Context: an optimization exercise on an open-source flow, tuned for small area, a short achievable clock period and few clock cycles per item. The choices shown serve that exercise and are no tape-out recipe.
Function was checked by simulation only, so behaviour that the tests miss may differ from the original.

--- flow/design.v ---
module q_update_engine #(
  parameter int DATA_WIDTH  = 16,
  parameter int FRAC_BITS   = 8,
  parameter int NUM_STATES  = 16,
  parameter int NUM_ACTIONS = 4,
  localparam int SW = $clog2(NUM_STATES),
  localparam int AW = $clog2(NUM_ACTIONS)
) (
  input  logic                  clk,
  input  logic                  rst_n,
  input  logic                  clear,
  input  logic                  in_valid,
  output logic                  in_ready,
  input  logic [SW-1:0]         in_state,
  input  logic [AW-1:0]         in_action,
  input  logic [SW-1:0]         in_next_state,
  input  logic [DATA_WIDTH-1:0] in_reward,
  input  logic                  in_terminal,
  input  logic [DATA_WIDTH-1:0] alpha,
  input  logic [DATA_WIDTH-1:0] gamma,
  output logic                  out_valid,
  input  logic                  out_ready,
  output logic [DATA_WIDTH-1:0] out_q_new,
  output logic [AW-1:0]         out_best_action,
  output logic                  busy
);
  localparam int NS = NUM_STATES;
  localparam int NA = NUM_ACTIONS;
  localparam logic [17:0] K_HI = 18'h2ab00;
  function automatic logic [15:0] sat18(input logic [17:0] v);
    if (v[17:15] == 3'b000 || v[17:15] == 3'b111) sat18 = v[15:0];
    else sat18 = v[17] ? 16'h8000 : 16'h7fff;
  endfunction
  function automatic logic small8(input logic [15:0] v);
    small8 = (v[15:8] == 8'h00) || (v[15:8] == 8'hff && v[7:0] != 8'h00);
  endfunction
  function automatic logic [14:0] booth(input logic [9:0] y);
    logic [10:0] yx;
    logic [4:0] one, two, neg;
    yx = {y, 1'b0};
    for (int i = 0; i < 5; i++) begin
      one[i] = yx[2*i] ^ yx[2*i+1];
      two[i] = (yx[2*i+2] & !yx[2*i+1] & !yx[2*i]) | (!yx[2*i+2] & yx[2*i+1] & yx[2*i]);
      neg[i] = yx[2*i+2] & !(yx[2*i+1] & yx[2*i]);
    end
    booth = {neg, two, one};
  endfunction
  function automatic logic [17:0] ehi(input logic [17:0] ra, input logic [17:0] rb,
                                      input logic [9:0] y);
    logic [14:0] d;
    d = booth(y);
    ehi = ra - rb + {17'd0, d[14]} + K_HI;
  endfunction
  function automatic logic [7:0] elo(input logic [14:0] d);
    elo = {1'b0, d[13], 1'b0, d[12], 1'b0, d[11], 1'b0, d[10]};
  endfunction
  function automatic logic [17:0] sx(input logic [15:0] v);
    sx = {{2{v[15]}}, v};
  endfunction
  logic [15:0] tq [NS*NA];
  logic [NS-1:0] rv;               
  logic          clr_q;            
  logic         b1_v, b1_shadow, b2_v, c_v;
  logic [3:0]   b1_s, b1_ns, b2_s, c_s;
  logic [1:0]   b1_a, b2_a, c_a, b2_best, c_best;
  logic         b1_term, b1_gsmall, b1_asmall;
  logic [15:0]  b1_r, b1_alpha, b1_gamma, b1_q;
  logic [15:0]  b1_row [NA];
  logic [15:0]  b2_x, c_x;
  logic [14:0]  b2_d, c_d;         
  logic [9:0]   b2_ay;
  logic [17:0]  b2_e;
  logic [15:0]  b2_cq, c_q;         
  logic         b2_fast, b2_asmall, b2_gsmall;
  logic [4:0]   b2_ph;
  logic [9:0]   c_lo;              
  logic [25:0]  acc;               
  logic         hb, hs;            
  logic [17:0]  e0, e1, e2;        
  logic [1:0]   cnt;
  logic [15:0]  q_new;
  localparam logic [4:0] S_FIRST = 5'd0,
    S_G1X = 5'd1,  S_G1C = 5'd2,  S_GHX = 5'd3,  S_GLP = 5'd4,  S_GLX = 5'd5,
    S_GLC = 5'd6,  S_TX  = 5'd7,  S_TC  = 5'd8,  S_DX  = 5'd9,  S_DC  = 5'd10,
    S_APX = 5'd11, S_APC = 5'd12, S_AHX = 5'd13, S_ALP = 5'd14, S_ALX = 5'd15,
    S_ALC = 5'd16, S_QX  = 5'd17, S_QC  = 5'd18, S_FX  = 5'd19;
  logic haz, b1_fast, b2_done, b2_go, b1_adv, b1_rel, b1_load, accept, pop;
  logic [2:0] occ;
  assign occ     = {2'b0, c_v} + {1'b0, cnt};
  assign b2_done = (b2_ph == S_FIRST && b2_fast) || b2_ph == S_FX;
  assign b2_go   = b2_v && b2_done && (occ <= 3'd2);
  assign haz     = (!b1_term && ((b2_v && b2_s == b1_ns) || (c_v && c_s == b1_ns))) ||
                   (b2_v && b2_s == b1_s && b2_a == b1_a) ||
                   (c_v && c_s == b1_s && c_a == b1_a);
  assign b1_adv  = b1_v && !b1_shadow && !haz && (!b2_v || b2_go);
  assign b1_rel  = b1_shadow ? b2_go : (b1_adv && b1_fast);
  assign b1_load = !b1_v || b1_rel;
  assign in_ready = b1_load && !clear;
  assign accept  = in_valid && in_ready;
  assign pop     = out_valid && out_ready;
  logic [15:0] row_rd [NA];
  logic [15:0] q_rd;
  always_comb begin
    for (int j = 0; j < NA; j++)
      row_rd[j] = (rv[in_next_state] && !clr_q) ? tq[{in_next_state, 2'(j)}] : '0;
    q_rd = (rv[in_state] && !clr_q) ? tq[{in_state, in_action}] : '0;
  end
  always_ff @(posedge clk) begin
    if (b1_load) begin
      b1_s      <= in_state;
      b1_a      <= in_action;
      b1_ns     <= in_next_state;
      b1_r      <= in_reward;
      b1_term   <= in_terminal;
      b1_alpha  <= alpha;
      b1_gamma  <= gamma;
      b1_gsmall <= small8(gamma);
      b1_asmall <= alpha[15:8] == 8'd0;
      for (int j = 0; j < NA; j++)
        b1_row[j] <= (c_v && c_s == in_next_state && c_a == 2'(j)) ? q_new : row_rd[j];
      b1_q <= (c_v && c_s == in_state && c_a == in_action) ? q_new : q_rd;
    end else begin
      for (int j = 0; j < NA; j++)
        if (c_v && c_s == b1_ns && c_a == 2'(j)) b1_row[j] <= q_new;
      if (c_v && c_s == b1_s && c_a == b1_a) b1_q <= q_new;
    end
  end
  logic [15:0] bo [NA];            
  logic c01, c23, cf;
  logic [15:0] m01, m23, mx;
  logic [1:0] best;
  for (genvar j = 0; j < NA; j++) begin : g_bo
    assign bo[j] = {!b1_row[j][15], b1_row[j][14:0]};
  end
  assign c01  = bo[1] > bo[0];
  assign c23  = bo[3] > bo[2];
  assign m01  = c01 ? b1_row[1] : b1_row[0];
  assign m23  = c23 ? b1_row[3] : b1_row[2];
  assign cf   = {!m23[15], m23[14:0]} > {!m01[15], m01[14:0]};
  assign mx   = cf ? m23 : m01;
  assign best = cf ? {1'b1, c23} : {1'b0, c01};
  function automatic logic small12(input logic [15:0] v);
    small12 = (v[15:11] == 5'h00) || (v[15:11] == 5'h1f);
  endfunction
  function automatic logic small13(input logic [15:0] v);
    small13 = (v[15:12] == 4'h0) || (v[15:12] == 4'hf);
  endfunction
  assign b1_fast = b1_asmall && small13(b1_q) && small12(b1_r) &&
                   (b1_term || (b1_gsmall && small12(b1_row[0]) && small12(b1_row[1]) &&
                                small12(b1_row[2]) && small12(b1_row[3])));
  logic [9:0] g_eff;
  assign g_eff = b1_term ? 10'd0 : b1_gamma[9:0];
  logic [4:0]  nx, nst;           
  logic [9:0]  ny;
  logic [17:0] nra, nrb;
  always_comb begin
    case (b2_ph)
      S_FIRST:             nx = (b2_gsmall || b1_term) ? S_G1X : S_GHX;
      S_GHX, S_GLP:        nx = S_GLX;
      S_G1X, S_G1C,
      S_GLX, S_GLC:        nx = S_TX;
      S_TX, S_TC:          nx = S_DX;
      S_DX, S_DC:          nx = b2_asmall ? S_APX : S_AHX;
      S_AHX, S_ALP:        nx = S_ALX;
      S_APX, S_APC,
      S_ALX, S_ALC:        nx = S_QX;
      default:             nx = S_FX;
    endcase
    case (b2_ph)
      S_FIRST: nst = nx;
      S_GLC, S_G1C: nst = S_TX;
      S_DC:    nst = nx;
      S_APC, S_ALC: nst = S_QX;
      S_QC:    nst = S_FX;
      default: nst = b2_ph + 5'd1;
    endcase
    ny = 10'd256; nra = '0; nrb = '0;
    case (nx)
        S_G1X: ny = g_eff;
        S_GHX: ny = {{2{b1_gamma[15]}}, b1_gamma[15:8]};
        S_GLX: begin ny = {2'b0, b1_gamma[7:0]}; nra = acc[17:0]; end
        S_TX:  nra = sx(b1_r);
        S_DX:  nrb = sx(b1_q);
        S_APX: ny = b1_alpha[9:0];
        S_AHX: ny = {{2{b1_alpha[15]}}, b1_alpha[15:8]};
        S_ALX: begin ny = {2'b0, b1_alpha[7:0]}; nra = acc[17:0]; end
        S_QX:  nra = sx(b1_q);
        default: ;
    endcase
  end
  logic [17:0] e_n;
  logic [17:0] ra_m, rb_m;
  logic [9:0]  y_m;
  assign ra_m = b1_shadow ? nra : sx(b1_r);
  assign rb_m = b1_shadow ? nrb : sx(b1_q);
  assign y_m  = b1_shadow ? ny  : g_eff;
  assign e_n  = ehi(ra_m, rb_m, y_m);
  logic [25:0] b2_ps, b2_pc, b2_p;
  logic [15:0] acc_out;
  qe_btree u_b2 (.x(b2_x), .one(b2_d[4:0]), .two(b2_d[9:5]), .neg(b2_d[14:10]),
                 .e({b2_e, elo(b2_d)}), .s(b2_ps), .c(b2_pc));
  assign b2_p    = b2_ps + b2_pc;
  assign acc     = {c_lo[9:8], c_x, c_lo[7:0]};
  assign acc_out = sat18(acc[25:8]);
  always_ff @(posedge clk) begin
    if (b1_adv) begin
      b2_x      <= mx;
      b2_d      <= booth(g_eff);
      b2_e      <= e_n;
      b2_cq     <= b1_q;
      b2_ay     <= b1_alpha[9:0];
      b2_s      <= b1_s;
      b2_a      <= b1_a;
      b2_best   <= b1_term ? 2'd0 : best;
      b2_fast   <= b1_fast;
      b2_asmall <= b1_asmall;
      b2_gsmall <= b1_gsmall;
      b2_ph     <= S_FIRST;
    end else if (b2_v && !b2_done) begin
      b2_d  <= booth(ny);
      b2_e  <= e_n;
      b2_ph <= nst;
      case (b2_ph)
        S_G1C, S_TC, S_DC, S_APC, S_QC: b2_x <= acc_out;
        S_GLP, S_ALP: begin
          hb <= !((&acc[25:16]) || !(|acc[25:16]));
          hs <= acc[25];
        end
        S_GLC, S_ALC: b2_x <= hb ? (hs ? 16'h8000 : 16'h7fff) : acc_out;
        default: ;
      endcase
      if (b2_ph == S_FIRST) b2_cq <= '0;
      if (b2_ph == S_FIRST) b2_ay <= 10'd256;
    end
  end
  logic [23:0] c_ps, c_pc, c_p;
  qe_btreek u_c (.x(c_x), .one(c_d[4:0]), .two(c_d[9:5]), .neg(c_d[14:10]),
                 .e({c_q, elo(c_d)}), .s(c_ps), .c(c_pc));
  assign c_p   = c_ps + c_pc;
  assign q_new = c_p[23:8];
  always_ff @(posedge clk) begin
    c_x    <= b2_p[23:8];
    c_lo   <= {b2_p[25:24], b2_p[7:0]};
    c_d    <= booth(b2_ay);
    c_q    <= b2_cq;
    c_s    <= b2_s;
    c_a    <= b2_a;
    c_best <= b2_best;
  end
  always_ff @(posedge clk) begin
    for (int i = 0; i < NS; i++)
      for (int j = 0; j < NA; j++)
        if (c_v && c_s == 4'(i) && (c_a == 2'(j) || !rv[i]))
          tq[i*NA+j] <= (c_a == 2'(j)) ? q_new : '0;
  end
  logic [1:0]  cnt_n, idx;
  logic [17:0] e0_n, e1_n, e2_n;
  logic        b1_v_n, b2_v_n;
  always_comb begin
    e0_n = pop ? e1 : e0;
    e1_n = pop ? e2 : e1;
    e2_n = e2;
    idx  = cnt - {1'b0, pop};
    if (c_v) begin
      case (idx)
        2'd0: e0_n = {c_best, q_new};
        2'd1: e1_n = {c_best, q_new};
        default: e2_n = {c_best, q_new};
      endcase
    end
    cnt_n  = cnt - {1'b0, pop} + {1'b0, c_v};
    b1_v_n = accept || (b1_v && !b1_rel);
    b2_v_n = b1_adv || (b2_v && !b2_go);
  end
  always_ff @(posedge clk) begin
    e0 <= e0_n;
    e1 <= e1_n;
    e2 <= e2_n;
  end
  always_ff @(posedge clk or negedge rst_n) begin
    if (!rst_n) begin
      b1_v <= 1'b0; b1_shadow <= 1'b0; b2_v <= 1'b0; c_v <= 1'b0;
      cnt <= 2'd0; out_valid <= 1'b0; busy <= 1'b0;
      rv <= '0; clr_q <= 1'b0;
    end else begin
      clr_q     <= clear;
      b1_v      <= b1_v_n;
      b1_shadow <= b1_load ? 1'b0 : (b1_shadow || b1_adv);
      b2_v      <= b2_v_n;
      c_v       <= b2_go;
      cnt       <= cnt_n;
      out_valid <= (cnt_n != 2'd0);
      busy      <= b1_v_n || b2_v_n || b2_go || (cnt_n != 2'd0);
      if (clr_q) rv <= '0;
      else if (c_v) rv[c_s] <= 1'b1;
    end
  end
  assign out_q_new = e0[15:0];
  assign out_best_action = e0[17:16];
endmodule
module qe_btree (
  input  logic [15:0] x,
  input  logic [4:0] one, two, neg,
  input  logic [25:0] e,
  output logic [25:0] s, c
);
  wire pp0_0 = (one[0] & x[0]) ^ neg[0];
  wire pp0_1 = ((one[0] & x[1]) | (two[0] & x[0])) ^ neg[0];
  wire pp0_2 = ((one[0] & x[2]) | (two[0] & x[1])) ^ neg[0];
  wire pp0_3 = ((one[0] & x[3]) | (two[0] & x[2])) ^ neg[0];
  wire pp0_4 = ((one[0] & x[4]) | (two[0] & x[3])) ^ neg[0];
  wire pp0_5 = ((one[0] & x[5]) | (two[0] & x[4])) ^ neg[0];
  wire pp0_6 = ((one[0] & x[6]) | (two[0] & x[5])) ^ neg[0];
  wire pp0_7 = ((one[0] & x[7]) | (two[0] & x[6])) ^ neg[0];
  wire pp0_8 = ((one[0] & x[8]) | (two[0] & x[7])) ^ neg[0];
  wire pp0_9 = ((one[0] & x[9]) | (two[0] & x[8])) ^ neg[0];
  wire pp0_10 = ((one[0] & x[10]) | (two[0] & x[9])) ^ neg[0];
  wire pp0_11 = ((one[0] & x[11]) | (two[0] & x[10])) ^ neg[0];
  wire pp0_12 = ((one[0] & x[12]) | (two[0] & x[11])) ^ neg[0];
  wire pp0_13 = ((one[0] & x[13]) | (two[0] & x[12])) ^ neg[0];
  wire pp0_14 = ((one[0] & x[14]) | (two[0] & x[13])) ^ neg[0];
  wire pp0_15 = ((one[0] & x[15]) | (two[0] & x[14])) ^ neg[0];
  wire pp0_16 = ((one[0] & x[15]) | (two[0] & x[15])) ^ neg[0];
  wire pp1_0 = (one[1] & x[0]) ^ neg[1];
  wire pp1_1 = ((one[1] & x[1]) | (two[1] & x[0])) ^ neg[1];
  wire pp1_2 = ((one[1] & x[2]) | (two[1] & x[1])) ^ neg[1];
  wire pp1_3 = ((one[1] & x[3]) | (two[1] & x[2])) ^ neg[1];
  wire pp1_4 = ((one[1] & x[4]) | (two[1] & x[3])) ^ neg[1];
  wire pp1_5 = ((one[1] & x[5]) | (two[1] & x[4])) ^ neg[1];
  wire pp1_6 = ((one[1] & x[6]) | (two[1] & x[5])) ^ neg[1];
  wire pp1_7 = ((one[1] & x[7]) | (two[1] & x[6])) ^ neg[1];
  wire pp1_8 = ((one[1] & x[8]) | (two[1] & x[7])) ^ neg[1];
  wire pp1_9 = ((one[1] & x[9]) | (two[1] & x[8])) ^ neg[1];
  wire pp1_10 = ((one[1] & x[10]) | (two[1] & x[9])) ^ neg[1];
  wire pp1_11 = ((one[1] & x[11]) | (two[1] & x[10])) ^ neg[1];
  wire pp1_12 = ((one[1] & x[12]) | (two[1] & x[11])) ^ neg[1];
  wire pp1_13 = ((one[1] & x[13]) | (two[1] & x[12])) ^ neg[1];
  wire pp1_14 = ((one[1] & x[14]) | (two[1] & x[13])) ^ neg[1];
  wire pp1_15 = ((one[1] & x[15]) | (two[1] & x[14])) ^ neg[1];
  wire pp1_16 = ((one[1] & x[15]) | (two[1] & x[15])) ^ neg[1];
  wire pp2_0 = (one[2] & x[0]) ^ neg[2];
  wire pp2_1 = ((one[2] & x[1]) | (two[2] & x[0])) ^ neg[2];
  wire pp2_2 = ((one[2] & x[2]) | (two[2] & x[1])) ^ neg[2];
  wire pp2_3 = ((one[2] & x[3]) | (two[2] & x[2])) ^ neg[2];
  wire pp2_4 = ((one[2] & x[4]) | (two[2] & x[3])) ^ neg[2];
  wire pp2_5 = ((one[2] & x[5]) | (two[2] & x[4])) ^ neg[2];
  wire pp2_6 = ((one[2] & x[6]) | (two[2] & x[5])) ^ neg[2];
  wire pp2_7 = ((one[2] & x[7]) | (two[2] & x[6])) ^ neg[2];
  wire pp2_8 = ((one[2] & x[8]) | (two[2] & x[7])) ^ neg[2];
  wire pp2_9 = ((one[2] & x[9]) | (two[2] & x[8])) ^ neg[2];
  wire pp2_10 = ((one[2] & x[10]) | (two[2] & x[9])) ^ neg[2];
  wire pp2_11 = ((one[2] & x[11]) | (two[2] & x[10])) ^ neg[2];
  wire pp2_12 = ((one[2] & x[12]) | (two[2] & x[11])) ^ neg[2];
  wire pp2_13 = ((one[2] & x[13]) | (two[2] & x[12])) ^ neg[2];
  wire pp2_14 = ((one[2] & x[14]) | (two[2] & x[13])) ^ neg[2];
  wire pp2_15 = ((one[2] & x[15]) | (two[2] & x[14])) ^ neg[2];
  wire pp2_16 = ((one[2] & x[15]) | (two[2] & x[15])) ^ neg[2];
  wire pp3_0 = (one[3] & x[0]) ^ neg[3];
  wire pp3_1 = ((one[3] & x[1]) | (two[3] & x[0])) ^ neg[3];
  wire pp3_2 = ((one[3] & x[2]) | (two[3] & x[1])) ^ neg[3];
  wire pp3_3 = ((one[3] & x[3]) | (two[3] & x[2])) ^ neg[3];
  wire pp3_4 = ((one[3] & x[4]) | (two[3] & x[3])) ^ neg[3];
  wire pp3_5 = ((one[3] & x[5]) | (two[3] & x[4])) ^ neg[3];
  wire pp3_6 = ((one[3] & x[6]) | (two[3] & x[5])) ^ neg[3];
  wire pp3_7 = ((one[3] & x[7]) | (two[3] & x[6])) ^ neg[3];
  wire pp3_8 = ((one[3] & x[8]) | (two[3] & x[7])) ^ neg[3];
  wire pp3_9 = ((one[3] & x[9]) | (two[3] & x[8])) ^ neg[3];
  wire pp3_10 = ((one[3] & x[10]) | (two[3] & x[9])) ^ neg[3];
  wire pp3_11 = ((one[3] & x[11]) | (two[3] & x[10])) ^ neg[3];
  wire pp3_12 = ((one[3] & x[12]) | (two[3] & x[11])) ^ neg[3];
  wire pp3_13 = ((one[3] & x[13]) | (two[3] & x[12])) ^ neg[3];
  wire pp3_14 = ((one[3] & x[14]) | (two[3] & x[13])) ^ neg[3];
  wire pp3_15 = ((one[3] & x[15]) | (two[3] & x[14])) ^ neg[3];
  wire pp3_16 = ((one[3] & x[15]) | (two[3] & x[15])) ^ neg[3];
  wire pp4_0 = (one[4] & x[0]) ^ neg[4];
  wire pp4_1 = ((one[4] & x[1]) | (two[4] & x[0])) ^ neg[4];
  wire pp4_2 = ((one[4] & x[2]) | (two[4] & x[1])) ^ neg[4];
  wire pp4_3 = ((one[4] & x[3]) | (two[4] & x[2])) ^ neg[4];
  wire pp4_4 = ((one[4] & x[4]) | (two[4] & x[3])) ^ neg[4];
  wire pp4_5 = ((one[4] & x[5]) | (two[4] & x[4])) ^ neg[4];
  wire pp4_6 = ((one[4] & x[6]) | (two[4] & x[5])) ^ neg[4];
  wire pp4_7 = ((one[4] & x[7]) | (two[4] & x[6])) ^ neg[4];
  wire pp4_8 = ((one[4] & x[8]) | (two[4] & x[7])) ^ neg[4];
  wire pp4_9 = ((one[4] & x[9]) | (two[4] & x[8])) ^ neg[4];
  wire pp4_10 = ((one[4] & x[10]) | (two[4] & x[9])) ^ neg[4];
  wire pp4_11 = ((one[4] & x[11]) | (two[4] & x[10])) ^ neg[4];
  wire pp4_12 = ((one[4] & x[12]) | (two[4] & x[11])) ^ neg[4];
  wire pp4_13 = ((one[4] & x[13]) | (two[4] & x[12])) ^ neg[4];
  wire pp4_14 = ((one[4] & x[14]) | (two[4] & x[13])) ^ neg[4];
  wire pp4_15 = ((one[4] & x[15]) | (two[4] & x[14])) ^ neg[4];
  wire pp4_16 = ((one[4] & x[15]) | (two[4] & x[15])) ^ neg[4];
  wire w_1 = pp0_6 ^ pp1_4;
  wire w_2 = pp0_6 & pp1_4;
  wire w_3 = pp0_7 ^ pp1_5 ^ pp2_3;
  wire w_4 = (pp0_7 & pp1_5) | (pp0_7 & pp2_3) | (pp1_5 & pp2_3);
  wire w_5 = pp0_8 ^ pp1_6 ^ pp2_4;
  wire w_6 = (pp0_8 & pp1_6) | (pp0_8 & pp2_4) | (pp1_6 & pp2_4);
  wire w_7 = pp3_2 ^ pp4_0;
  wire w_8 = pp3_2 & pp4_0;
  wire w_9 = pp0_9 ^ pp1_7 ^ pp2_5;
  wire w_10 = (pp0_9 & pp1_7) | (pp0_9 & pp2_5) | (pp1_7 & pp2_5);
  wire w_11 = pp3_3 ^ pp4_1 ^ e[9];
  wire w_12 = (pp3_3 & pp4_1) | (pp3_3 & e[9]) | (pp4_1 & e[9]);
  wire w_13 = pp0_10 ^ pp1_8 ^ pp2_6;
  wire w_14 = (pp0_10 & pp1_8) | (pp0_10 & pp2_6) | (pp1_8 & pp2_6);
  wire w_15 = pp3_4 ^ pp4_2 ^ e[10];
  wire w_16 = (pp3_4 & pp4_2) | (pp3_4 & e[10]) | (pp4_2 & e[10]);
  wire w_17 = pp0_11 ^ pp1_9 ^ pp2_7;
  wire w_18 = (pp0_11 & pp1_9) | (pp0_11 & pp2_7) | (pp1_9 & pp2_7);
  wire w_19 = pp3_5 ^ pp4_3 ^ e[11];
  wire w_20 = (pp3_5 & pp4_3) | (pp3_5 & e[11]) | (pp4_3 & e[11]);
  wire w_21 = pp0_12 ^ pp1_10 ^ pp2_8;
  wire w_22 = (pp0_12 & pp1_10) | (pp0_12 & pp2_8) | (pp1_10 & pp2_8);
  wire w_23 = pp3_6 ^ pp4_4 ^ e[12];
  wire w_24 = (pp3_6 & pp4_4) | (pp3_6 & e[12]) | (pp4_4 & e[12]);
  wire w_25 = pp0_13 ^ pp1_11 ^ pp2_9;
  wire w_26 = (pp0_13 & pp1_11) | (pp0_13 & pp2_9) | (pp1_11 & pp2_9);
  wire w_27 = pp3_7 ^ pp4_5 ^ e[13];
  wire w_28 = (pp3_7 & pp4_5) | (pp3_7 & e[13]) | (pp4_5 & e[13]);
  wire w_29 = pp0_14 ^ pp1_12 ^ pp2_10;
  wire w_30 = (pp0_14 & pp1_12) | (pp0_14 & pp2_10) | (pp1_12 & pp2_10);
  wire w_31 = pp3_8 ^ pp4_6 ^ e[14];
  wire w_32 = (pp3_8 & pp4_6) | (pp3_8 & e[14]) | (pp4_6 & e[14]);
  wire w_33 = pp0_15 ^ pp1_13 ^ pp2_11;
  wire w_34 = (pp0_15 & pp1_13) | (pp0_15 & pp2_11) | (pp1_13 & pp2_11);
  wire w_35 = pp3_9 ^ pp4_7 ^ e[15];
  wire w_36 = (pp3_9 & pp4_7) | (pp3_9 & e[15]) | (pp4_7 & e[15]);
  wire w_37 = ~pp0_16 ^ pp1_14 ^ pp2_12;
  wire w_38 = (~pp0_16 & pp1_14) | (~pp0_16 & pp2_12) | (pp1_14 & pp2_12);
  wire w_39 = pp3_10 ^ pp4_8 ^ e[16];
  wire w_40 = (pp3_10 & pp4_8) | (pp3_10 & e[16]) | (pp4_8 & e[16]);
  wire w_41 = pp1_15 ^ pp2_13 ^ pp3_11;
  wire w_42 = (pp1_15 & pp2_13) | (pp1_15 & pp3_11) | (pp2_13 & pp3_11);
  wire w_43 = pp4_9 ^ e[17];
  wire w_44 = pp4_9 & e[17];
  wire w_45 = ~pp1_16 ^ pp2_14 ^ pp3_12;
  wire w_46 = (~pp1_16 & pp2_14) | (~pp1_16 & pp3_12) | (pp2_14 & pp3_12);
  wire w_47 = pp4_10 ^ e[18];
  wire w_48 = pp4_10 & e[18];
  wire w_49 = pp2_15 ^ pp3_13 ^ pp4_11;
  wire w_50 = (pp2_15 & pp3_13) | (pp2_15 & pp4_11) | (pp3_13 & pp4_11);
  wire w_51 = ~pp2_16 ^ pp3_14;
  wire w_52 = ~pp2_16 & pp3_14;
  wire w_53 = pp0_4 ^ pp1_2;
  wire w_54 = pp0_4 & pp1_2;
  wire w_55 = pp0_5 ^ pp1_3 ^ pp2_1;
  wire w_56 = (pp0_5 & pp1_3) | (pp0_5 & pp2_1) | (pp1_3 & pp2_1);
  wire w_57 = w_1 ^ pp2_2 ^ pp3_0;
  wire w_58 = (w_1 & pp2_2) | (w_1 & pp3_0) | (pp2_2 & pp3_0);
  wire w_59 = w_2 ^ w_3 ^ pp3_1;
  wire w_60 = (w_2 & w_3) | (w_2 & pp3_1) | (w_3 & pp3_1);
  wire w_61 = w_4 ^ w_5 ^ w_7;
  wire w_62 = (w_4 & w_5) | (w_4 & w_7) | (w_5 & w_7);
  wire w_63 = w_6 ^ w_8 ^ w_9;
  wire w_64 = (w_6 & w_8) | (w_6 & w_9) | (w_8 & w_9);
  wire w_65 = w_10 ^ w_12 ^ w_13;
  wire w_66 = (w_10 & w_12) | (w_10 & w_13) | (w_12 & w_13);
  wire w_67 = w_14 ^ w_16 ^ w_17;
  wire w_68 = (w_14 & w_16) | (w_14 & w_17) | (w_16 & w_17);
  wire w_69 = w_18 ^ w_20 ^ w_21;
  wire w_70 = (w_18 & w_20) | (w_18 & w_21) | (w_20 & w_21);
  wire w_71 = w_22 ^ w_24 ^ w_25;
  wire w_72 = (w_22 & w_24) | (w_22 & w_25) | (w_24 & w_25);
  wire w_73 = w_26 ^ w_28 ^ w_29;
  wire w_74 = (w_26 & w_28) | (w_26 & w_29) | (w_28 & w_29);
  wire w_75 = w_30 ^ w_32 ^ w_33;
  wire w_76 = (w_30 & w_32) | (w_30 & w_33) | (w_32 & w_33);
  wire w_77 = w_34 ^ w_36 ^ w_37;
  wire w_78 = (w_34 & w_36) | (w_34 & w_37) | (w_36 & w_37);
  wire w_79 = w_38 ^ w_40 ^ w_41;
  wire w_80 = (w_38 & w_40) | (w_38 & w_41) | (w_40 & w_41);
  wire w_81 = w_42 ^ w_44 ^ w_45;
  wire w_82 = (w_42 & w_44) | (w_42 & w_45) | (w_44 & w_45);
  wire w_83 = w_46 ^ w_48 ^ w_49;
  wire w_84 = (w_46 & w_48) | (w_46 & w_49) | (w_48 & w_49);
  wire w_85 = w_50 ^ w_51 ^ pp4_12;
  wire w_86 = (w_50 & w_51) | (w_50 & pp4_12) | (w_51 & pp4_12);
  wire w_87 = w_52 ^ pp3_15 ^ pp4_13;
  wire w_88 = (w_52 & pp3_15) | (w_52 & pp4_13) | (pp3_15 & pp4_13);
  wire w_89 = ~pp3_16 ^ pp4_14;
  wire w_90 = ~pp3_16 & pp4_14;
  wire w_91 = pp0_2 ^ pp1_0;
  wire w_92 = pp0_2 & pp1_0;
  wire w_93 = pp0_3 ^ pp1_1 ^ e[3];
  wire w_94 = (pp0_3 & pp1_1) | (pp0_3 & e[3]) | (pp1_1 & e[3]);
  wire w_95 = w_53 ^ pp2_0 ^ e[4];
  wire w_96 = (w_53 & pp2_0) | (w_53 & e[4]) | (pp2_0 & e[4]);
  wire w_97 = w_54 ^ w_55 ^ e[5];
  wire w_98 = (w_54 & w_55) | (w_54 & e[5]) | (w_55 & e[5]);
  wire w_99 = w_56 ^ w_57 ^ e[6];
  wire w_100 = (w_56 & w_57) | (w_56 & e[6]) | (w_57 & e[6]);
  wire w_101 = w_58 ^ w_59 ^ e[7];
  wire w_102 = (w_58 & w_59) | (w_58 & e[7]) | (w_59 & e[7]);
  wire w_103 = w_60 ^ w_61 ^ e[8];
  wire w_104 = (w_60 & w_61) | (w_60 & e[8]) | (w_61 & e[8]);
  wire w_105 = w_62 ^ w_63 ^ w_11;
  wire w_106 = (w_62 & w_63) | (w_62 & w_11) | (w_63 & w_11);
  wire w_107 = w_64 ^ w_65 ^ w_15;
  wire w_108 = (w_64 & w_65) | (w_64 & w_15) | (w_65 & w_15);
  wire w_109 = w_66 ^ w_67 ^ w_19;
  wire w_110 = (w_66 & w_67) | (w_66 & w_19) | (w_67 & w_19);
  wire w_111 = w_68 ^ w_69 ^ w_23;
  wire w_112 = (w_68 & w_69) | (w_68 & w_23) | (w_69 & w_23);
  wire w_113 = w_70 ^ w_71 ^ w_27;
  wire w_114 = (w_70 & w_71) | (w_70 & w_27) | (w_71 & w_27);
  wire w_115 = w_72 ^ w_73 ^ w_31;
  wire w_116 = (w_72 & w_73) | (w_72 & w_31) | (w_73 & w_31);
  wire w_117 = w_74 ^ w_75 ^ w_35;
  wire w_118 = (w_74 & w_75) | (w_74 & w_35) | (w_75 & w_35);
  wire w_119 = w_76 ^ w_77 ^ w_39;
  wire w_120 = (w_76 & w_77) | (w_76 & w_39) | (w_77 & w_39);
  wire w_121 = w_78 ^ w_79 ^ w_43;
  wire w_122 = (w_78 & w_79) | (w_78 & w_43) | (w_79 & w_43);
  wire w_123 = w_80 ^ w_81 ^ w_47;
  wire w_124 = (w_80 & w_81) | (w_80 & w_47) | (w_81 & w_47);
  wire w_125 = w_82 ^ w_83 ^ e[19];
  wire w_126 = (w_82 & w_83) | (w_82 & e[19]) | (w_83 & e[19]);
  wire w_127 = w_84 ^ w_85 ^ e[20];
  wire w_128 = (w_84 & w_85) | (w_84 & e[20]) | (w_85 & e[20]);
  wire w_129 = w_86 ^ w_87 ^ e[21];
  wire w_130 = (w_86 & w_87) | (w_86 & e[21]) | (w_87 & e[21]);
  wire w_131 = w_88 ^ w_89 ^ e[22];
  wire w_132 = (w_88 & w_89) | (w_88 & e[22]) | (w_89 & e[22]);
  wire w_133 = w_90 ^ pp4_15 ^ e[23];
  wire w_134 = (w_90 & pp4_15) | (w_90 & e[23]) | (pp4_15 & e[23]);
  wire w_135 = ~pp4_16 ^ e[24];
  wire w_136 = ~pp4_16 & e[24];
  assign s = {w_136,w_134,w_132,w_130,w_128,w_126,w_124,w_122,w_120,w_118,w_116,w_114,w_112,w_110,w_108,w_106,w_104,w_102,w_100,w_98,w_96,w_94,w_92,w_91,pp0_1,pp0_0};
  assign c = {e[25],w_135,w_133,w_131,w_129,w_127,w_125,w_123,w_121,w_119,w_117,w_115,w_113,w_111,w_109,w_107,w_105,w_103,w_101,w_99,w_97,w_95,w_93,e[2],e[1],e[0]};
endmodule
module qe_btreek (
  input  logic [15:0] x,
  input  logic [4:0] one, two, neg,
  input  logic [23:0] e,
  output logic [23:0] s, c
);
  wire pp0_0 = (one[0] & x[0]) ^ neg[0];
  wire pp0_1 = ((one[0] & x[1]) | (two[0] & x[0])) ^ neg[0];
  wire pp0_2 = ((one[0] & x[2]) | (two[0] & x[1])) ^ neg[0];
  wire pp0_3 = ((one[0] & x[3]) | (two[0] & x[2])) ^ neg[0];
  wire pp0_4 = ((one[0] & x[4]) | (two[0] & x[3])) ^ neg[0];
  wire pp0_5 = ((one[0] & x[5]) | (two[0] & x[4])) ^ neg[0];
  wire pp0_6 = ((one[0] & x[6]) | (two[0] & x[5])) ^ neg[0];
  wire pp0_7 = ((one[0] & x[7]) | (two[0] & x[6])) ^ neg[0];
  wire pp0_8 = ((one[0] & x[8]) | (two[0] & x[7])) ^ neg[0];
  wire pp0_9 = ((one[0] & x[9]) | (two[0] & x[8])) ^ neg[0];
  wire pp0_10 = ((one[0] & x[10]) | (two[0] & x[9])) ^ neg[0];
  wire pp0_11 = ((one[0] & x[11]) | (two[0] & x[10])) ^ neg[0];
  wire pp0_12 = ((one[0] & x[12]) | (two[0] & x[11])) ^ neg[0];
  wire pp0_13 = ((one[0] & x[13]) | (two[0] & x[12])) ^ neg[0];
  wire pp0_14 = ((one[0] & x[14]) | (two[0] & x[13])) ^ neg[0];
  wire pp0_15 = ((one[0] & x[15]) | (two[0] & x[14])) ^ neg[0];
  wire pp0_16 = ((one[0] & x[15]) | (two[0] & x[15])) ^ neg[0];
  wire pp1_0 = (one[1] & x[0]) ^ neg[1];
  wire pp1_1 = ((one[1] & x[1]) | (two[1] & x[0])) ^ neg[1];
  wire pp1_2 = ((one[1] & x[2]) | (two[1] & x[1])) ^ neg[1];
  wire pp1_3 = ((one[1] & x[3]) | (two[1] & x[2])) ^ neg[1];
  wire pp1_4 = ((one[1] & x[4]) | (two[1] & x[3])) ^ neg[1];
  wire pp1_5 = ((one[1] & x[5]) | (two[1] & x[4])) ^ neg[1];
  wire pp1_6 = ((one[1] & x[6]) | (two[1] & x[5])) ^ neg[1];
  wire pp1_7 = ((one[1] & x[7]) | (two[1] & x[6])) ^ neg[1];
  wire pp1_8 = ((one[1] & x[8]) | (two[1] & x[7])) ^ neg[1];
  wire pp1_9 = ((one[1] & x[9]) | (two[1] & x[8])) ^ neg[1];
  wire pp1_10 = ((one[1] & x[10]) | (two[1] & x[9])) ^ neg[1];
  wire pp1_11 = ((one[1] & x[11]) | (two[1] & x[10])) ^ neg[1];
  wire pp1_12 = ((one[1] & x[12]) | (two[1] & x[11])) ^ neg[1];
  wire pp1_13 = ((one[1] & x[13]) | (two[1] & x[12])) ^ neg[1];
  wire pp1_14 = ((one[1] & x[14]) | (two[1] & x[13])) ^ neg[1];
  wire pp1_15 = ((one[1] & x[15]) | (two[1] & x[14])) ^ neg[1];
  wire pp1_16 = ((one[1] & x[15]) | (two[1] & x[15])) ^ neg[1];
  wire pp2_0 = (one[2] & x[0]) ^ neg[2];
  wire pp2_1 = ((one[2] & x[1]) | (two[2] & x[0])) ^ neg[2];
  wire pp2_2 = ((one[2] & x[2]) | (two[2] & x[1])) ^ neg[2];
  wire pp2_3 = ((one[2] & x[3]) | (two[2] & x[2])) ^ neg[2];
  wire pp2_4 = ((one[2] & x[4]) | (two[2] & x[3])) ^ neg[2];
  wire pp2_5 = ((one[2] & x[5]) | (two[2] & x[4])) ^ neg[2];
  wire pp2_6 = ((one[2] & x[6]) | (two[2] & x[5])) ^ neg[2];
  wire pp2_7 = ((one[2] & x[7]) | (two[2] & x[6])) ^ neg[2];
  wire pp2_8 = ((one[2] & x[8]) | (two[2] & x[7])) ^ neg[2];
  wire pp2_9 = ((one[2] & x[9]) | (two[2] & x[8])) ^ neg[2];
  wire pp2_10 = ((one[2] & x[10]) | (two[2] & x[9])) ^ neg[2];
  wire pp2_11 = ((one[2] & x[11]) | (two[2] & x[10])) ^ neg[2];
  wire pp2_12 = ((one[2] & x[12]) | (two[2] & x[11])) ^ neg[2];
  wire pp2_13 = ((one[2] & x[13]) | (two[2] & x[12])) ^ neg[2];
  wire pp2_14 = ((one[2] & x[14]) | (two[2] & x[13])) ^ neg[2];
  wire pp2_15 = ((one[2] & x[15]) | (two[2] & x[14])) ^ neg[2];
  wire pp2_16 = ((one[2] & x[15]) | (two[2] & x[15])) ^ neg[2];
  wire pp3_0 = (one[3] & x[0]) ^ neg[3];
  wire pp3_1 = ((one[3] & x[1]) | (two[3] & x[0])) ^ neg[3];
  wire pp3_2 = ((one[3] & x[2]) | (two[3] & x[1])) ^ neg[3];
  wire pp3_3 = ((one[3] & x[3]) | (two[3] & x[2])) ^ neg[3];
  wire pp3_4 = ((one[3] & x[4]) | (two[3] & x[3])) ^ neg[3];
  wire pp3_5 = ((one[3] & x[5]) | (two[3] & x[4])) ^ neg[3];
  wire pp3_6 = ((one[3] & x[6]) | (two[3] & x[5])) ^ neg[3];
  wire pp3_7 = ((one[3] & x[7]) | (two[3] & x[6])) ^ neg[3];
  wire pp3_8 = ((one[3] & x[8]) | (two[3] & x[7])) ^ neg[3];
  wire pp3_9 = ((one[3] & x[9]) | (two[3] & x[8])) ^ neg[3];
  wire pp3_10 = ((one[3] & x[10]) | (two[3] & x[9])) ^ neg[3];
  wire pp3_11 = ((one[3] & x[11]) | (two[3] & x[10])) ^ neg[3];
  wire pp3_12 = ((one[3] & x[12]) | (two[3] & x[11])) ^ neg[3];
  wire pp3_13 = ((one[3] & x[13]) | (two[3] & x[12])) ^ neg[3];
  wire pp3_14 = ((one[3] & x[14]) | (two[3] & x[13])) ^ neg[3];
  wire pp3_15 = ((one[3] & x[15]) | (two[3] & x[14])) ^ neg[3];
  wire pp3_16 = ((one[3] & x[15]) | (two[3] & x[15])) ^ neg[3];
  wire pp4_0 = (one[4] & x[0]) ^ neg[4];
  wire pp4_1 = ((one[4] & x[1]) | (two[4] & x[0])) ^ neg[4];
  wire pp4_2 = ((one[4] & x[2]) | (two[4] & x[1])) ^ neg[4];
  wire pp4_3 = ((one[4] & x[3]) | (two[4] & x[2])) ^ neg[4];
  wire pp4_4 = ((one[4] & x[4]) | (two[4] & x[3])) ^ neg[4];
  wire pp4_5 = ((one[4] & x[5]) | (two[4] & x[4])) ^ neg[4];
  wire pp4_6 = ((one[4] & x[6]) | (two[4] & x[5])) ^ neg[4];
  wire pp4_7 = ((one[4] & x[7]) | (two[4] & x[6])) ^ neg[4];
  wire pp4_8 = ((one[4] & x[8]) | (two[4] & x[7])) ^ neg[4];
  wire pp4_9 = ((one[4] & x[9]) | (two[4] & x[8])) ^ neg[4];
  wire pp4_10 = ((one[4] & x[10]) | (two[4] & x[9])) ^ neg[4];
  wire pp4_11 = ((one[4] & x[11]) | (two[4] & x[10])) ^ neg[4];
  wire pp4_12 = ((one[4] & x[12]) | (two[4] & x[11])) ^ neg[4];
  wire pp4_13 = ((one[4] & x[13]) | (two[4] & x[12])) ^ neg[4];
  wire pp4_14 = ((one[4] & x[14]) | (two[4] & x[13])) ^ neg[4];
  wire pp4_15 = ((one[4] & x[15]) | (two[4] & x[14])) ^ neg[4];
  wire w_1 = pp0_6 ^ pp1_4;
  wire w_2 = pp0_6 & pp1_4;
  wire w_3 = pp0_7 ^ pp1_5 ^ pp2_3;
  wire w_4 = (pp0_7 & pp1_5) | (pp0_7 & pp2_3) | (pp1_5 & pp2_3);
  wire w_5 = pp0_8 ^ pp1_6 ^ pp2_4;
  wire w_6 = (pp0_8 & pp1_6) | (pp0_8 & pp2_4) | (pp1_6 & pp2_4);
  wire w_7 = pp3_2 ^ pp4_0;
  wire w_8 = pp3_2 & pp4_0;
  wire w_9 = pp0_9 ^ pp1_7 ^ pp2_5;
  wire w_10 = (pp0_9 & pp1_7) | (pp0_9 & pp2_5) | (pp1_7 & pp2_5);
  wire w_11 = pp3_3 ^ pp4_1 ^ e[9];
  wire w_12 = (pp3_3 & pp4_1) | (pp3_3 & e[9]) | (pp4_1 & e[9]);
  wire w_13 = pp0_10 ^ pp1_8 ^ pp2_6;
  wire w_14 = (pp0_10 & pp1_8) | (pp0_10 & pp2_6) | (pp1_8 & pp2_6);
  wire w_15 = pp3_4 ^ pp4_2 ^ e[10];
  wire w_16 = (pp3_4 & pp4_2) | (pp3_4 & e[10]) | (pp4_2 & e[10]);
  wire w_17 = pp0_11 ^ pp1_9 ^ pp2_7;
  wire w_18 = (pp0_11 & pp1_9) | (pp0_11 & pp2_7) | (pp1_9 & pp2_7);
  wire w_19 = pp3_5 ^ pp4_3 ^ e[11];
  wire w_20 = (pp3_5 & pp4_3) | (pp3_5 & e[11]) | (pp4_3 & e[11]);
  wire w_21 = pp0_12 ^ pp1_10 ^ pp2_8;
  wire w_22 = (pp0_12 & pp1_10) | (pp0_12 & pp2_8) | (pp1_10 & pp2_8);
  wire w_23 = pp3_6 ^ pp4_4 ^ e[12];
  wire w_24 = (pp3_6 & pp4_4) | (pp3_6 & e[12]) | (pp4_4 & e[12]);
  wire w_25 = pp0_13 ^ pp1_11 ^ pp2_9;
  wire w_26 = (pp0_13 & pp1_11) | (pp0_13 & pp2_9) | (pp1_11 & pp2_9);
  wire w_27 = pp3_7 ^ pp4_5 ^ e[13];
  wire w_28 = (pp3_7 & pp4_5) | (pp3_7 & e[13]) | (pp4_5 & e[13]);
  wire w_29 = pp0_14 ^ pp1_12 ^ pp2_10;
  wire w_30 = (pp0_14 & pp1_12) | (pp0_14 & pp2_10) | (pp1_12 & pp2_10);
  wire w_31 = pp3_8 ^ pp4_6 ^ e[14];
  wire w_32 = (pp3_8 & pp4_6) | (pp3_8 & e[14]) | (pp4_6 & e[14]);
  wire w_33 = pp0_15 ^ pp1_13 ^ pp2_11;
  wire w_34 = (pp0_15 & pp1_13) | (pp0_15 & pp2_11) | (pp1_13 & pp2_11);
  wire w_35 = pp3_9 ^ pp4_7 ^ e[15];
  wire w_36 = (pp3_9 & pp4_7) | (pp3_9 & e[15]) | (pp4_7 & e[15]);
  wire w_37 = pp0_16 ^ pp1_14 ^ pp2_12;
  wire w_38 = (pp0_16 & pp1_14) | (pp0_16 & pp2_12) | (pp1_14 & pp2_12);
  wire w_39 = pp3_10 ^ pp4_8 ^ e[16];
  wire w_40 = (pp3_10 & pp4_8) | (pp3_10 & e[16]) | (pp4_8 & e[16]);
  wire w_41 = pp1_15 ^ pp2_13 ^ pp3_11;
  wire w_42 = (pp1_15 & pp2_13) | (pp1_15 & pp3_11) | (pp2_13 & pp3_11);
  wire w_43 = pp4_9 ^ e[17] ^ pp0_16;
  wire w_44 = (pp4_9 & e[17]) | (pp4_9 & pp0_16) | (e[17] & pp0_16);
  wire w_45 = ~pp1_16 ^ pp2_14 ^ pp3_12;
  wire w_46 = (~pp1_16 & pp2_14) | (~pp1_16 & pp3_12) | (pp2_14 & pp3_12);
  wire w_47 = pp4_10 ^ e[18] ^ ~pp0_16;
  wire w_48 = (pp4_10 & e[18]) | (pp4_10 & ~pp0_16) | (e[18] & ~pp0_16);
  wire w_49 = pp2_15 ^ pp3_13 ^ pp4_11;
  wire w_50 = (pp2_15 & pp3_13) | (pp2_15 & pp4_11) | (pp3_13 & pp4_11);
  wire w_51 = e[19] ^ 1'b1;
  wire w_52 = e[19] & 1'b1;
  wire w_53 = ~pp2_16 ^ pp3_14 ^ pp4_12;
  wire w_54 = (~pp2_16 & pp3_14) | (~pp2_16 & pp4_12) | (pp3_14 & pp4_12);
  wire w_55 = pp3_15 ^ pp4_13;
  wire w_56 = pp3_15 & pp4_13;
  wire w_57 = pp0_4 ^ pp1_2;
  wire w_58 = pp0_4 & pp1_2;
  wire w_59 = pp0_5 ^ pp1_3 ^ pp2_1;
  wire w_60 = (pp0_5 & pp1_3) | (pp0_5 & pp2_1) | (pp1_3 & pp2_1);
  wire w_61 = w_1 ^ pp2_2 ^ pp3_0;
  wire w_62 = (w_1 & pp2_2) | (w_1 & pp3_0) | (pp2_2 & pp3_0);
  wire w_63 = w_2 ^ w_3 ^ pp3_1;
  wire w_64 = (w_2 & w_3) | (w_2 & pp3_1) | (w_3 & pp3_1);
  wire w_65 = w_4 ^ w_5 ^ w_7;
  wire w_66 = (w_4 & w_5) | (w_4 & w_7) | (w_5 & w_7);
  wire w_67 = w_6 ^ w_8 ^ w_9;
  wire w_68 = (w_6 & w_8) | (w_6 & w_9) | (w_8 & w_9);
  wire w_69 = w_10 ^ w_12 ^ w_13;
  wire w_70 = (w_10 & w_12) | (w_10 & w_13) | (w_12 & w_13);
  wire w_71 = w_14 ^ w_16 ^ w_17;
  wire w_72 = (w_14 & w_16) | (w_14 & w_17) | (w_16 & w_17);
  wire w_73 = w_18 ^ w_20 ^ w_21;
  wire w_74 = (w_18 & w_20) | (w_18 & w_21) | (w_20 & w_21);
  wire w_75 = w_22 ^ w_24 ^ w_25;
  wire w_76 = (w_22 & w_24) | (w_22 & w_25) | (w_24 & w_25);
  wire w_77 = w_26 ^ w_28 ^ w_29;
  wire w_78 = (w_26 & w_28) | (w_26 & w_29) | (w_28 & w_29);
  wire w_79 = w_30 ^ w_32 ^ w_33;
  wire w_80 = (w_30 & w_32) | (w_30 & w_33) | (w_32 & w_33);
  wire w_81 = w_34 ^ w_36 ^ w_37;
  wire w_82 = (w_34 & w_36) | (w_34 & w_37) | (w_36 & w_37);
  wire w_83 = w_38 ^ w_40 ^ w_41;
  wire w_84 = (w_38 & w_40) | (w_38 & w_41) | (w_40 & w_41);
  wire w_85 = w_42 ^ w_44 ^ w_45;
  wire w_86 = (w_42 & w_44) | (w_42 & w_45) | (w_44 & w_45);
  wire w_87 = w_46 ^ w_48 ^ w_49;
  wire w_88 = (w_46 & w_48) | (w_46 & w_49) | (w_48 & w_49);
  wire w_89 = w_50 ^ w_52 ^ w_53;
  wire w_90 = (w_50 & w_52) | (w_50 & w_53) | (w_52 & w_53);
  wire w_91 = w_54 ^ w_55 ^ e[21];
  wire w_92 = (w_54 & w_55) | (w_54 & e[21]) | (w_55 & e[21]);
  wire w_93 = w_56 ^ ~pp3_16 ^ pp4_14;
  wire w_94 = (w_56 & ~pp3_16) | (w_56 & pp4_14) | (~pp3_16 & pp4_14);
  wire w_95 = pp4_15 ^ e[23];
  wire w_96 = pp4_15 & e[23];
  wire w_97 = pp0_2 ^ pp1_0;
  wire w_98 = pp0_2 & pp1_0;
  wire w_99 = pp0_3 ^ pp1_1 ^ e[3];
  wire w_100 = (pp0_3 & pp1_1) | (pp0_3 & e[3]) | (pp1_1 & e[3]);
  wire w_101 = w_57 ^ pp2_0 ^ e[4];
  wire w_102 = (w_57 & pp2_0) | (w_57 & e[4]) | (pp2_0 & e[4]);
  wire w_103 = w_58 ^ w_59 ^ e[5];
  wire w_104 = (w_58 & w_59) | (w_58 & e[5]) | (w_59 & e[5]);
  wire w_105 = w_60 ^ w_61 ^ e[6];
  wire w_106 = (w_60 & w_61) | (w_60 & e[6]) | (w_61 & e[6]);
  wire w_107 = w_62 ^ w_63 ^ e[7];
  wire w_108 = (w_62 & w_63) | (w_62 & e[7]) | (w_63 & e[7]);
  wire w_109 = w_64 ^ w_65 ^ e[8];
  wire w_110 = (w_64 & w_65) | (w_64 & e[8]) | (w_65 & e[8]);
  wire w_111 = w_66 ^ w_67 ^ w_11;
  wire w_112 = (w_66 & w_67) | (w_66 & w_11) | (w_67 & w_11);
  wire w_113 = w_68 ^ w_69 ^ w_15;
  wire w_114 = (w_68 & w_69) | (w_68 & w_15) | (w_69 & w_15);
  wire w_115 = w_70 ^ w_71 ^ w_19;
  wire w_116 = (w_70 & w_71) | (w_70 & w_19) | (w_71 & w_19);
  wire w_117 = w_72 ^ w_73 ^ w_23;
  wire w_118 = (w_72 & w_73) | (w_72 & w_23) | (w_73 & w_23);
  wire w_119 = w_74 ^ w_75 ^ w_27;
  wire w_120 = (w_74 & w_75) | (w_74 & w_27) | (w_75 & w_27);
  wire w_121 = w_76 ^ w_77 ^ w_31;
  wire w_122 = (w_76 & w_77) | (w_76 & w_31) | (w_77 & w_31);
  wire w_123 = w_78 ^ w_79 ^ w_35;
  wire w_124 = (w_78 & w_79) | (w_78 & w_35) | (w_79 & w_35);
  wire w_125 = w_80 ^ w_81 ^ w_39;
  wire w_126 = (w_80 & w_81) | (w_80 & w_39) | (w_81 & w_39);
  wire w_127 = w_82 ^ w_83 ^ w_43;
  wire w_128 = (w_82 & w_83) | (w_82 & w_43) | (w_83 & w_43);
  wire w_129 = w_84 ^ w_85 ^ w_47;
  wire w_130 = (w_84 & w_85) | (w_84 & w_47) | (w_85 & w_47);
  wire w_131 = w_86 ^ w_87 ^ w_51;
  wire w_132 = (w_86 & w_87) | (w_86 & w_51) | (w_87 & w_51);
  wire w_133 = w_88 ^ w_89 ^ e[20];
  wire w_134 = (w_88 & w_89) | (w_88 & e[20]) | (w_89 & e[20]);
  wire w_135 = w_90 ^ w_91 ^ 1'b1;
  wire w_136 = (w_90 & w_91) | (w_90 & 1'b1) | (w_91 & 1'b1);
  wire w_137 = w_92 ^ w_93 ^ e[22];
  wire w_138 = (w_92 & w_93) | (w_92 & e[22]) | (w_93 & e[22]);
  wire w_139 = w_94 ^ w_95 ^ 1'b1;
  wire w_140 = (w_94 & w_95) | (w_94 & 1'b1) | (w_95 & 1'b1);
  assign s = {w_138,w_136,w_134,w_132,w_130,w_128,w_126,w_124,w_122,w_120,w_118,w_116,w_114,w_112,w_110,w_108,w_106,w_104,w_102,w_100,w_98,w_97,pp0_1,pp0_0};
  assign c = {w_139,w_137,w_135,w_133,w_131,w_129,w_127,w_125,w_123,w_121,w_119,w_117,w_115,w_113,w_111,w_109,w_107,w_105,w_103,w_101,w_99,e[2],e[1],e[0]};
endmodule
--- flow/flow/run.sh ---
#!/bin/bash
# The standard layout (standard.sh: unchanged synthesis, steps, power grid
# and tap cells) with two changes to how the layout is made:
#  - timing repair aims at a setup slack of 8.3 ns at the design's 14 ns
#    clock, so repair_timing works on every path longer than 5.7 ns instead of
#    only on violating ones (the clock and I/O constraints are unchanged);
#  - every port still gets a buffer, but buf_2 instead of the delay cell
#    buffer_ports picks by default.
# All of make's output goes to standard.log; ORFS keeps each step's own log
# under orfs/logs/.
set -euo pipefail
bash standard.sh SETUP_SLACK_MARGIN=8.3 "BUFFER_PORTS_ARGS=-buffer_cell sky130_fd_sc_hd__buf_2" finish > standard.log 2>&1
--- flow/standard.sh ---
#!/bin/bash
# synth_recipe.tcl (not shown) runs the flow's synth.tcl, then flattens the netlist and writes it again
# the make line also repeats each setting of config.mk as NAME=value (left out here)
make -C /OpenROAD-flow-scripts/flow DESIGN_CONFIG=/design/flow/config.mk WORK_HOME=/design/flow/orfs CLKGATE_MAP_FILE= SYNTH_SCRIPT=/design/flow/synth_recipe.tcl "${@:-finish}"
--- flow/config.mk ---
export PLATFORM = sky130hd
export DESIGN_NAME = q_update_engine
export DESIGN_NICKNAME = q_update_engine
export VERILOG_FILES = /design/flow/design.v
export SDC_FILE = /design/flow/constraint.sdc
export NUM_CORES = 8
export LEC_CHECK = 0
export CAP_MARGIN = 30
export CORE_MARGIN = 2
export CORE_UTILIZATION = 45
export CTS_CLUSTER_DIAMETER = 100
export CTS_CLUSTER_SIZE = 20
export PLACE_DENSITY = 0.55
export SLEW_MARGIN = 25
--- flow/constraint.sdc ---
create_clock -name core_clock -period 14.0 [get_ports {clk}]
set_input_delay 2.8000 -clock core_clock [delete_from_list [all_inputs] [get_ports {clk}]]
set_output_delay 2.8000 -clock core_clock [all_outputs]
set_load 0.01 [all_outputs]
==> notes.md <==
status finished clean; depth of the most critical reg-to-reg path 18; Critical Path AT ~3100 ps; Die Height around 400 um; actual transition at the worst max-transition pin around 1200 ps; Non-Filler Instances 7813; Hold Violations, Final 0; clock transition at the registers of the reported paths ~80 ps; number of input and output port buffers inserted 84; vias roughly 60000; Layout Skew approximately 93 ps; fill count around 13000; Die ar. between 150000 and 200000 sq um; Starting Density about 45%; WL/cell 46.4 um; Crit Path Class input pin to output port; Overflow after GRT 0; syn nets 5976; nets roughly 6000; ys async rst share under 10%; fmax roughly 170 MHz; first-pass GRT wire length 480 mm; Vias/cell a little under 8; # IOs between 80 and 90; Sink Count about 1400; initial drt markers between 10000 and 15000; Multi-input gate area around 28000 sq um; CTS max path bufs 3; Startpoint Class input pin; initial antenna violation count 31; dpl hpwl between 200 and 250 mm; clock latency on the worst-skew pair between 800 and 900 ps; register area share after synthesis around three fifths; setup TNS 0 ps; core area between 150000 and 200000 sq um; period utilization 42.2%; Worst Hold Class flop to flop; RSZ-0062 raised after global routing yes; Netlist cell types between 90 and 100; Synth Flop Type edfxtp_1; width of the die 399 um; GPL Wtd Cong 1.02; FP Rows ~140; Max H-tree Level 3; fraction of layout cells with a size suffix above 1 between 10% and 20%; Final Max Tran Viols 0; yosys synthesis warning count 5; CTS tree yes; vias in the first global route roughly 55000; Root Buffer clkbuf_16; drt pass-1 iters 12; dpl cells around 7600; P&R area growth vs syn 12.0%; Setup Viol. Count Final 0; kind of end point of the critical path output port; DRC viols 0; Synth Instances 5623; largest net degree at the start of global routing just over 80; post-synthesis cell area between 70000 and 80000 sq um; Max Cap Viol 0; critical path fanouts, max 3; hold depth 0; FF+latch area 41000 sq um; total CTS buffers slightly above 80; number of synthesized flops with an enable pin approximately 1300; Post-DRT Antenna Nets 0; Avg Cell Area, Syn approximately 12 sq um; fin crit period around 5900 ps; Yosys reg bits around 1400; CP required around 11000 ps; GR Util All Layers between 40 and 50%; Slew headroom approximately 17%; Routed Wire Length between 300 and 400 mm
-- worst max-delay path, cell delays in order --
cell and delay (ps):
buf_2 130, nor2_4 80, buf_6 100
-- final cells by class --
class	instances	area share, %
flip-flops and latches	1402	52.1
multi-input cells	3538	36.2
repair buffers	371	3.70
well taps	2044	3.25
clock buffers	113	2.87
inverters	291	1.41
clock inverters	13	0.307
diodes	39	0.124
repair inverters	2	0.0223
-- kinds of logic (layout without fill, tap and decap cells) --
family,after synthesis,in the layout,share of synthesized area (%)
AND/OR/NAND/NOR,1124,1124,7.81
XOR/XNOR,252,252,3.14
buffers and inverters,683,790,3.83
flip-flops,1402,1402,58.3
multiplexers,95,95,1.57
other,0,39,0
AO/OA/AOI/OAI,1778,1778,19.0
adder cells (fa/ha/maj),289,289,6.36
-- metrics by stage --
| stage | utilization [%] | area, sq um | setup WS, ps | hold slack, ps |
|---|---|---|---|---|
| CTS | 50.5 | 77900 | 8050 | 347 |
| detailed placement | 48.6 | 75000 | 7400 | 327 |
| floorplan | - | 70200 | 8320 | 323 |
| global route | 50.8 | 78500 | 8080 | 354 |
| finish | 50.9 | 78600 | 8100 | 348 |
| global placement | 48.3 | 74600 | 7520 | 324 |
-- worst paths after layout --
path	start	to	slack, ps
max	clear	in_ready	8100
min	b2_cq[0]$_SDFFCE_PN0P_	c_q[0]$_DFF_P_	350
max reg2reg	c_x[5]$_DFF_P_	b1_row[2][11]$_DFFE_PP_	8520
min in group asynchronous	rst_n	rv[3]$_DFFE_PN0P_	1990
min reg2reg	b2_cq[0]$_SDFFCE_PN0P_	c_q[0]$_DFF_P_	350
max in group asynchronous	rst_n	c_v$_DFF_PN0_	11500
-- cells in the final DEF, fill, tap and decap left out, types with 76 or more instances in the layout --
cell type  Yosys  layout
a21oi_1      185     118
a221oi_1     251     251
a22o_1       204     204
nor2_1       197     128
ha_1         176     172
edfxtp_1    1271    1271
xor2_1       109     105
buf_2         39      84
clkbuf_16      0      86
fa_1         113     113
nand2_1      404     401
dfxtp_1      106      76
o2111ai_1     80      79
xnor2_1      143     137
o21ai_0      169     158
inv_1        286     285
nand4_1      153     153
a22oi_1      669     667
buf_4         13     245
-- synthesized netlist by cell type, types with 80 or more instances --
cell | count | area (sq um)
nand2_1 | 404 | 1520
a22oi_1 | 669 | 5020
nor2_1 | 197 | 739
nand4_1 | 153 | 957
a22o_1 | 204 | 1790
xor2_1 | 109 | 955
fa_1 | 113 | 2260
nor3_1 | 104 | 521
dfxtp_1 | 106 | 2120
clkbuf_1 | 325 | 1220
o2111ai_1 | 80 | 701
inv_1 | 286 | 1070
a21oi_1 | 185 | 926
o21ai_0 | 169 | 846
xnor2_1 | 143 | 1250
ha_1 | 176 | 2200
edfxtp_1 | 1271 | 38200
a221oi_1 | 251 | 2200
-- routing by layer --
metal	track usage, %	vias to the layer above	wire [um]
li1	-	22300	-
met1	50.7	29400	118000
met2	62.6	6442	146000
met3	23.2	2101	59000
met4	36.4	45	39100
met5	4.24	-	1060
-- sequential cells by signal, summed over array words and instances, names as in the netlist, 16 cells and up --
register and count:
tq 1024, b1_row 64, b2_x 16, b2_e 18
b2_cq 16, e2 18, c_q 16, b1_gamma 16
rv 16, e0 18, b1_alpha 16, e1 18
c_x 16, b1_r 16, b1_q 16
-- what timing repair did --
item,4_1_cts,5_1_grt
setup buffers,19,14
pin swaps,5,14
hold buffers,0,0
resized for setup,83,62
cloned,2,0
setup endpoints to repair,608,599
endpoints found under the hold margin,0,0
Testbench counts, summed over its fixed seeds: cycles 2,922, items 2,400.

-- port drivers added, routing unchanged --
The flow's constraints put no driver on any port. The routed layout listed below was extracted and timed again, unchanged, in two steps.
Step 1, drivers: a clkbuf_16 drives clk and a buf_2 each remaining input, both assumed.
Step 2 adds t to the input delays and takes it off the output delays; t is the mean of the earliest and latest rising clock arrival at the registers after step 1. Input paths then give back, and output paths get back, about the clock's delay inside the block.
a / b / c = ideal / step 1 / step 2; a / b = the first two.
shift t [ns]: 0.858
setup WS [ns]: 8.096 / 8.023 / 7.400
latest minus earliest clock arrival (ns): 0.094 / 0.094
pins driven straight from the clock port: 1
After both steps this run still meets setup and hold. The setup slack of this run moves by -0.073 ns with the drivers and by -0.696 ns with both steps.
